Context: an optimization exercise on an open-source flow, tuned for small area. The choices shown serve that exercise and are no tape-out recipe. In this exercise RTL edits were held to simulation tests only and were not proved equivalent to the original. No activity file was given, so power comes from the tool's default toggle rates.

### run.sh
#!/bin/bash
# synth_recipe.tcl (not shown) runs the flow's synth.tcl, then flattens the netlist and writes it again
# the make line also repeats each setting of config.mk as NAME=value (left out here)
make -C /OpenROAD-flow-scripts/flow DESIGN_CONFIG=/design/flow/config.mk WORK_HOME=/design/flow/orfs CLKGATE_MAP_FILE= SYNTH_SCRIPT=/design/flow/synth_recipe.tcl finish
### config.mk
export PLATFORM = sky130hd
export DESIGN_NAME = exec_unit
export DESIGN_NICKNAME = exec_unit
export VERILOG_FILES = /design/flow/design.v
export SDC_FILE = /design/flow/constraint.sdc
export NUM_CORES = 4
export LEC_CHECK = 0
export CAP_MARGIN = 20
export CORE_MARGIN = 2
export CORE_UTILIZATION = 40
export SLEW_MARGIN = 20
### constraint.sdc
create_clock -name core_clock -period 5.0 [get_ports {clk_i}]
set_input_delay 1.0000 -clock core_clock [delete_from_list [all_inputs] [get_ports {clk_i}]]
set_output_delay 1.0000 -clock core_clock [all_outputs]
set_load 0.01 [all_outputs]
### design.v
`default_nettype none
package exec_pkg;
    typedef enum logic [3:0] {
        ALU_ADD,
        ALU_SUB,
        ALU_SLL,
        ALU_SLT,
        ALU_SLTU,
        ALU_XOR,
        ALU_SRL,
        ALU_SRA,
        ALU_OR,
        ALU_AND,
        ALU_PASS
    } alu_op_e;
    typedef enum logic [2:0] {
        KIND_NONE,
        KIND_ALU,
        KIND_LUI,
        KIND_JAL,
        KIND_JALR,
        KIND_BRANCH
    } exec_kind_e;
    typedef struct packed {
        logic [32-1:0]       op1;
        logic [32-1:0]       op2;
        logic [32-1:0]       offset;
        logic [32-1:0]       inst;
        logic [32-1:0]       inst_addr;
        logic                        reg_wen;
        logic [5-1:0] reg_waddr;
        logic                        int_flag;
        logic [32-1:0]       int_addr;
    } issue_t;
    typedef struct packed {
        exec_kind_e                  kind;
        alu_op_e                     alu_op;
        logic [32-1:0]       alu_a;
        logic [32-1:0]       alu_b;
        logic [2:0]                  br_funct3;
        logic [32-1:0]       link_base;
        logic [32-1:0]       br_target;
        logic                        reg_wen;
        logic [5-1:0] reg_waddr;
        logic                        int_flag;
        logic [32-1:0]       int_addr;
    } decoded_t;
    typedef struct packed {
        exec_kind_e                  kind;
        logic [32-1:0]       alu_res;
        logic [2:0]                  br_funct3;
        logic [32-1:0]       link_base;
        logic [32-1:0]       br_target;
        logic                        reg_wen;
        logic [5-1:0] reg_waddr;
        logic                        int_flag;
        logic [32-1:0]       int_addr;
    } executed_t;
    typedef struct packed {
        logic                        wen;
        logic [5-1:0] waddr;
        logic [32-1:0]       wdata;
    } wb_t;
endpackage
`default_nettype wire
`default_nettype none
module exec_decode (
    input  wire      clk_i,
    input  wire      rst_n_i,
    input exec_pkg::issue_t issue_i,
    output exec_pkg::decoded_t dec_o
);
    logic [6:0] opcode;
    logic [2:0] funct3;
    logic [6:0] funct7;
    exec_pkg::decoded_t   dec_d;
    function automatic exec_pkg::alu_op_e arith_op(input logic [2:0] f3, input logic alt);
        exec_pkg::alu_op_e op;
        case (f3)
            3'b000:  op = alt ? exec_pkg::ALU_SUB : exec_pkg::ALU_ADD;
            3'b001:  op = exec_pkg::ALU_SLL;
            3'b010:  op = exec_pkg::ALU_SLT;
            3'b011: op = exec_pkg::ALU_SLTU;
            3'b100:  op = exec_pkg::ALU_XOR;
            3'b101:   op = alt ? exec_pkg::ALU_SRA : exec_pkg::ALU_SRL;
            3'b110:   op = exec_pkg::ALU_OR;
            default:       op = exec_pkg::ALU_AND;
        endcase
        arith_op = op;
    endfunction
    assign opcode = issue_i.inst[6:0];
    assign funct3 = issue_i.inst[14:12];
    assign funct7 = issue_i.inst[31:25];
    always_comb begin
        dec_d.kind      = exec_pkg::KIND_NONE;
        dec_d.alu_op    = exec_pkg::ALU_ADD;
        dec_d.alu_a     = issue_i.op1;
        dec_d.alu_b     = issue_i.op2;
        dec_d.br_funct3 = funct3;
        dec_d.link_base = issue_i.op1;
        dec_d.br_target = issue_i.inst_addr + issue_i.offset;
        dec_d.reg_wen   = issue_i.reg_wen;
        dec_d.reg_waddr = issue_i.reg_waddr;
        dec_d.int_flag  = issue_i.int_flag;
        dec_d.int_addr  = issue_i.int_addr;
        case (opcode)
            7'b0110011: begin
                dec_d.kind   = exec_pkg::KIND_ALU;
                dec_d.alu_op = arith_op(funct3, funct7[5]);
            end
            7'b0010011: begin
                dec_d.kind   = exec_pkg::KIND_ALU;
                dec_d.alu_op = (funct3 == 3'b000) ? exec_pkg::ALU_ADD : arith_op(funct3, funct7[5]);
            end
            7'b0110111: begin
                dec_d.kind   = exec_pkg::KIND_LUI;
                dec_d.alu_op = exec_pkg::ALU_PASS;
            end
            7'b0010111: begin
                dec_d.kind  = exec_pkg::KIND_ALU;
                dec_d.alu_b = issue_i.offset;
            end
            7'b1101111: begin
                dec_d.kind  = exec_pkg::KIND_JAL;
                dec_d.alu_b = issue_i.offset;
            end
            7'b1100111: begin
                dec_d.kind      = exec_pkg::KIND_JALR;
                dec_d.alu_b     = issue_i.offset;
                dec_d.link_base = issue_i.op2;
            end
            7'b1100011: begin
                dec_d.kind    = exec_pkg::KIND_BRANCH;
                dec_d.reg_wen = 1'b0;
                case (funct3)
                    3'b000, 3'b001:   dec_d.alu_op = exec_pkg::ALU_SUB;
                    3'b100, 3'b101:   dec_d.alu_op = exec_pkg::ALU_SLT;
                    3'b110, 3'b111: dec_d.alu_op = exec_pkg::ALU_SLTU;
                    default:                      dec_d.kind   = exec_pkg::KIND_NONE;
                endcase
            end
            default: begin
                dec_d.reg_wen = 1'b0;
            end
        endcase
    end
    always_ff @(posedge clk_i) begin
        dec_o <= dec_d;
        if (!rst_n_i) begin
            dec_o.kind     <= exec_pkg::KIND_NONE;
            dec_o.reg_wen  <= 1'b0;
            dec_o.int_flag <= 1'b0;
        end
    end
endmodule
`default_nettype wire
`default_nettype none
module exec_alu (
    input  wire       clk_i,
    input  wire       rst_n_i,
    input exec_pkg::decoded_t dec_i,
    output exec_pkg::executed_t exe_o
);
    logic [4:0]            shamt;
    logic                  lt_s;
    logic                  lt_u;
    logic [32-1:0] res;
    assign shamt = dec_i.alu_b[4:0];
    assign lt_s  = $signed(dec_i.alu_a) < $signed(dec_i.alu_b);
    assign lt_u  = dec_i.alu_a < dec_i.alu_b;
    always_comb begin
        case (dec_i.alu_op)
            exec_pkg::ALU_ADD:  res = dec_i.alu_a + dec_i.alu_b;
            exec_pkg::ALU_SUB:  res = dec_i.alu_a - dec_i.alu_b;
            exec_pkg::ALU_SLL:  res = dec_i.alu_a << shamt;
            exec_pkg::ALU_SLT:  res = {{(32-1){1'b0}}, lt_s};
            exec_pkg::ALU_SLTU: res = {{(32-1){1'b0}}, lt_u};
            exec_pkg::ALU_XOR:  res = dec_i.alu_a ^ dec_i.alu_b;
            exec_pkg::ALU_SRL:  res = dec_i.alu_a >> shamt;
            exec_pkg::ALU_SRA:  res = $signed(dec_i.alu_a) >>> shamt;
            exec_pkg::ALU_OR:   res = dec_i.alu_a | dec_i.alu_b;
            exec_pkg::ALU_AND:  res = dec_i.alu_a & dec_i.alu_b;
            exec_pkg::ALU_PASS: res = dec_i.alu_a;
            default:  res = '0;
        endcase
    end
    always_ff @(posedge clk_i) begin
        exe_o.kind      <= dec_i.kind;
        exe_o.alu_res   <= res;
        exe_o.br_funct3 <= dec_i.br_funct3;
        exe_o.link_base <= dec_i.link_base;
        exe_o.br_target <= dec_i.br_target;
        exe_o.reg_wen   <= dec_i.reg_wen;
        exe_o.reg_waddr <= dec_i.reg_waddr;
        exe_o.int_flag  <= dec_i.int_flag;
        exe_o.int_addr  <= dec_i.int_addr;
        if (!rst_n_i) begin
            exe_o.kind     <= exec_pkg::KIND_NONE;
            exe_o.reg_wen  <= 1'b0;
            exe_o.int_flag <= 1'b0;
        end
    end
endmodule
`default_nettype wire
`default_nettype none
module exec_resolve (
    input  wire                         clk_i,
    input  wire                         rst_n_i,
    input exec_pkg::executed_t             exe_i,
    output exec_pkg::wb_t                         wb_o,
    output logic                        jump_flag_o,
    output logic [32-1:0]       jump_addr_o
);
    logic                  taken;
    exec_pkg::wb_t                   wb_d;
    logic                  jump_flag_d;
    logic [32-1:0] jump_addr_d;
    always_comb begin
        case (exe_i.br_funct3)
            3'b000:  taken = ~|exe_i.alu_res;
            3'b001:  taken = |exe_i.alu_res;
            3'b100:  taken = exe_i.alu_res[0];
            3'b101:  taken = ~exe_i.alu_res[0];
            3'b110: taken = exe_i.alu_res[0];
            3'b111: taken = ~exe_i.alu_res[0];
            default:       taken = 1'b0;
        endcase
    end
    always_comb begin
        wb_d.wen    = exe_i.reg_wen;
        wb_d.waddr  = exe_i.reg_waddr;
        wb_d.wdata  = exe_i.alu_res;
        jump_flag_d = 1'b0;
        jump_addr_d = '0;
        case (exe_i.kind)
            exec_pkg::KIND_JAL: begin
                wb_d.wdata  = exe_i.link_base + 32'd4;
                jump_flag_d = 1'b1;
                jump_addr_d = exe_i.alu_res;
            end
            exec_pkg::KIND_JALR: begin
                wb_d.wdata  = exe_i.link_base + 32'd4;
                jump_flag_d = 1'b1;
                jump_addr_d = {exe_i.alu_res[32-1:1], 1'b0};
            end
            exec_pkg::KIND_BRANCH: begin
                jump_flag_d = taken;
                jump_addr_d = taken ? exe_i.br_target : '0;
            end
            default: begin
            end
        endcase
        if (exe_i.int_flag) begin
            wb_d.wen    = 1'b0;
            jump_flag_d = 1'b1;
            jump_addr_d = exe_i.int_addr;
        end
    end
    always_ff @(posedge clk_i) begin
        wb_o        <= wb_d;
        jump_flag_o <= jump_flag_d;
        jump_addr_o <= jump_addr_d;
        if (!rst_n_i) begin
            wb_o.wen    <= 1'b0;
            jump_flag_o <= 1'b0;
            jump_addr_o <= '0;
        end
    end
endmodule
`default_nettype wire
`default_nettype none
module exec_unit (
    input  wire                         clk_i,
    input  wire                         rst_n_i,
    input  wire [32-1:0]        op1_i,
    input  wire [32-1:0]        op2_i,
    input  wire [32-1:0]        offset_i,
    input  wire [32-1:0]        inst_i,
    input  wire [32-1:0]        inst_addr_i,
    input  wire                         reg_wen_i,
    input  wire [5-1:0]  reg_waddr_i,
    input  wire                         int_flag_i,
    input  wire [32-1:0]        int_addr_i,
    output logic                        reg_wen_o,
    output logic [5-1:0] reg_waddr_o,
    output logic [32-1:0]       reg_wdata_o,
    output logic                        jump_flag_o,
    output logic [32-1:0]       jump_addr_o
);
    exec_pkg::issue_t    issue;
    exec_pkg::decoded_t  dec;
    exec_pkg::executed_t exe;
    exec_pkg::wb_t       wb;
    assign issue.op1       = op1_i;
    assign issue.op2       = op2_i;
    assign issue.offset    = offset_i;
    assign issue.inst      = inst_i;
    assign issue.inst_addr = inst_addr_i;
    assign issue.reg_wen   = reg_wen_i;
    assign issue.reg_waddr = reg_waddr_i;
    assign issue.int_flag  = int_flag_i;
    assign issue.int_addr  = int_addr_i;
    exec_decode u_decode (
        .clk_i   (clk_i),
        .rst_n_i (rst_n_i),
        .issue_i (issue),
        .dec_o   (dec)
    );
    exec_alu u_alu (
        .clk_i   (clk_i),
        .rst_n_i (rst_n_i),
        .dec_i   (dec),
        .exe_o   (exe)
    );
    exec_resolve u_resolve (
        .clk_i       (clk_i),
        .rst_n_i     (rst_n_i),
        .exe_i       (exe),
        .wb_o        (wb),
        .jump_flag_o (jump_flag_o),
        .jump_addr_o (jump_addr_o)
    );
    assign reg_wen_o   = wb.wen;
    assign reg_waddr_o = wb.waddr;
    assign reg_wdata_o = wb.wdata;
endmodule
`default_nettype wire
==> results.txt <==
==> per-layer routing <==
metal / vias up / GRT usage [%] / share of wire, %
met1: 9493 / 39.0 / 43
li1: 9160 / - / -
met4: 4 / 11.2 / 4.2
met3: 177 / 4.06 / 6.9
met2: 985 / 46.7 / 46
met5: - / 0 / 0.039
==> cell families (layout without fill, tap and decap cells) <==
family / count (synthesis) / count (layout) / synth area share (%)
AOI/OAI and AO/OA: 731 / 731 / 23.2
and+or+nand+nor: 683 / 683 / 14.9
DFF: 389 / 389 / 36.5
buffers and inverters: 261 / 491 / 5.12
muxes: 160 / 160 / 10.1
adders and majority gates: 132 / 132 / 7.85
xor gates and xnor gates: 55 / 55 / 2.26
other: 0 / 3 / 0
==> power by group <==
| part | switching [mW] | internal, mW |
|---|---|---|
| sequential | 0.196 | 3.42 |
| combinational | 1.04 | 0.771 |
| clock | 1.22 | 1.83 |
| total | 2.45 | 6.02 |
==> flip-flops by register name (all words and copies together), names as in the netlist <==
| register | count |
|---|---|
| u_resolve.jump_flag_o | 1 |
| u_resolve.wb_o | 38 |
| u_resolve.jump_addr_o | 32 |
| u_alu.exe_o | 141 |
| u_decode.dec_o | 177 |
==> worst paths after layout <==
kind	start	endpoint	slack (ns)	cells after the start
setup / recovery	u_decode.dec_o[138]	u_alu.exe_o[106]	1.0	12
hold / removal	u_decode.dec_o[81]	u_alu.exe_o[81]	0.32	0
setup reg to reg	u_decode.dec_o[138]	u_alu.exe_o[106]	1.0	12
hold reg to reg	u_decode.dec_o[81]	u_alu.exe_o[81]	0.32	0
==> final cells by class <==
class	instances	area share, %
Antenna cell	3	0.0290
Sequential cell	389	30.1
Tap cell	688	3.32
Timing Repair Buffer	302	11.2
Inverter	118	1.71
Multi-Input combinational cell	1761	48.4
Clock buffer	56	4.48
Clock inverter	15	0.754
==> synthesized netlist by cell type, types with 20 or more instances <==
cell      number  area share, %
mux4_2        35            3.7
nand2_1      186            3.3
o21ai_0      148            3.5
mux2i_1       45            2.1
a21oi_1      183            4.3
ha_1         129            7.6
and2_1        46            1.4
nand4_1       20           0.59
nand3_1       54            1.3
nor2b_1       21           0.62
dfxtp_1      389             37
a211oi_1      40            1.4
o211ai_1      24           0.85
inv_1        116            2.0
a21o_1        47            1.7
o21bai_1      21           0.74
a22oi_1       50            1.8
buf_2         26           0.61
xnor2_1       37            1.5
nor3_1        34           0.80
mux2_2        79            4.2
nor2_1       232            4.1
a221oi_1      28            1.2
clkbuf_1      82            1.4
==> per-stage QoR <==
| step | cell area, um^2 | util, % |
|---|---|---|
| global placement | 24500 | 46.6 |
| finish | 25900 | 49.2 |
| CTS | 25900 | 49.1 |
| floorplan | 21300 | - |
| global route | 25900 | 49.2 |
| detailed placement | 24500 | 46.6 |
==> results.sh <==
export IMPL_clockRootBuffer="clkbuf_16"
export IMPL_cp_cell_sequence="inv_1, ha_1, fa_1, o21ba_1, or4_4, o211ai_2, a21oi_1, o21ai_1, a211oi_2, o41ai_2, nand2_1, a211o_1"
export IMPL_place_inst=3257
export IMPL_skew_ns=0.0212
export IMPL_rsz0062_at_grt="no"
export IMPL_grt_max_degree=58
export IMPL_ant_nets=0
export IMPL_initial_core_util_pct=40.5
export IMPL_fillers=5009
export IMPL_finalPower_mw=8.47
export IMPL_critical_path_top_delay_family="compound AO/OA/AOI/OAI gates"
export IMPL_clock_sinks=389
export IMPL_p_leak_nw=10.4
export IMPL_wl_per_cell_um=24.8
export IMPL_min_period_over_period_pct=80.1
export IMPL_multi_input_area_um2=12500
export IMPL_cts_buffer_depth=3
export IMPL_fp_row_count=84
export IMPL_slowest_stage="or4_4"
export IMPL_drt_initial_drc_count=2201
export IMPL_final_common_cell="dfxtp_1"
export IMPL_gp_congestion=0.969
export IMPL_crit_path_max_incr_delay_ns=0.44
export IMPL_slew_headroom_pct=30.6
export IMPL_max_freq_mhz=250
export IMPL_die_width_um=235
export IMPL_path_buf_inv=1
export IMPL_core_area_um2=52700
export IMPL_io_buffer_count=250
export IMPL_vias=19800
export IMPL_track_usage_pct=28.9
export IMPL_dp_hpwl_mm=62.8
export IMPL_ys_ff_latch=389
export IMPL_drv_slew=0
export IMPL_seq_area_frac_synth_pct=36.5
export IMPL_path_clk_slew_ns=0.06
export IMPL_hold_viol_final=0
export IMPL_post_cts_buffers=0
export IMPL_crit_type="reg2reg"
export IMPL_avgSynthCellArea_um2=8.84
export IMPL_syn_area_um2=21300
export IMPL_cp_max_fo=6
export IMPL_grt_pass1_wl_mm=122
export IMPL_vdd_ir_drop_max_mv=0.234
export IMPL_whs_ns=0.316
export IMPL_hp_class="reg2reg"
export IMPL_num_nets_final=2944
export IMPL_arrival_ns=4.42
export IMPL_antenna_found_initial=2
export IMPL_die_area_um2=55200
export IMPL_synthToLayoutAreaGrowth_pct=21.5
export IMPL_start_kind="register"
export IMPL_min_period_ns=4.00
export IMPL_setup_ws_ns=0.997
export IMPL_tightestPinTransition_ns=1.04
export IMPL_routed_wl_mm=82.6
export IMPL_crit_required_ns=5.41
export IMPL_syn_inst=2411
export IMPL_finalSetupViolCount=0
export IMPL_drive_above_1_share_pct=10.7
export IMPL_ys_warnings_count=3
export IMPL_place_ws_ns=0.674
export IMPL_setup_tns_final_ns=0
export IMPL_synth_fp_nets=2744
export IMPL_seq_area_um2=7790
export IMPL_vias_per_cell=5.95
export IMPL_final_cell_mix="dfxtp_1, clkdlybuf4s50_1, nor2_1"
export IMPL_synth_edf_count=0
export IMPL_grt_pass1_vias=19000
export IMPL_tritoncts="yes"
export IMPL_post_cts_resized=0
export IMPL_grt_ovfl_total=0
export IMPL_async_reset_ff_share_pct=0
export IMPL_postCtsHoldBufs=0
export IMPL_end_kind="register"
export IMPL_drt_first_pass_iters=7
export IMPL_die_h_um=235
export IMPL_ctsHtreeMaxLevel=2
export IMPL_route_detailed_drc=0
export IMPL_cts_made_buffers=39
export IMPL_synthFlopType="dfxtp_1"
export IMPL_maxCapViolations=0
export IMPL_clk_insertion_delay_late_ns=0.56
export IMPL_outcome="no timing/DRC/antenna violations"
export IMPL_instances_no_fill=3332
export IMPL_ios=272
export IMPL_power_density_nw_per_um2=327
export IMPL_yosysUniqueCellTypes=101

[separate check: timing with driven ports]
Ports are ideal in the flow. The routed layout listed here was re-timed in OpenROAD.
Step 1 assumes that a clkbuf_16 drives the clock port and a buf_2 every other input.
Step 2, shift: input delay + t, output delay - t, t = (earliest + latest rising clock arrival at the registers) / 2. This alone moves slack from input paths to output paths.
a / b / c = ideal ports / drivers / drivers and shift; a / b = the first two.
t (ns): 0.607
setup WS [ns]: 0.997 / 0.997 / 0.538
slew at the worst register clock pin (ns): 0.06 / 0.06
worst data-port slew with drivers (ns): 0.09
After both steps this run still meets setup and hold. The setup slack of this run moves by 0.000 ns with the drivers and by -0.459 ns with both steps.
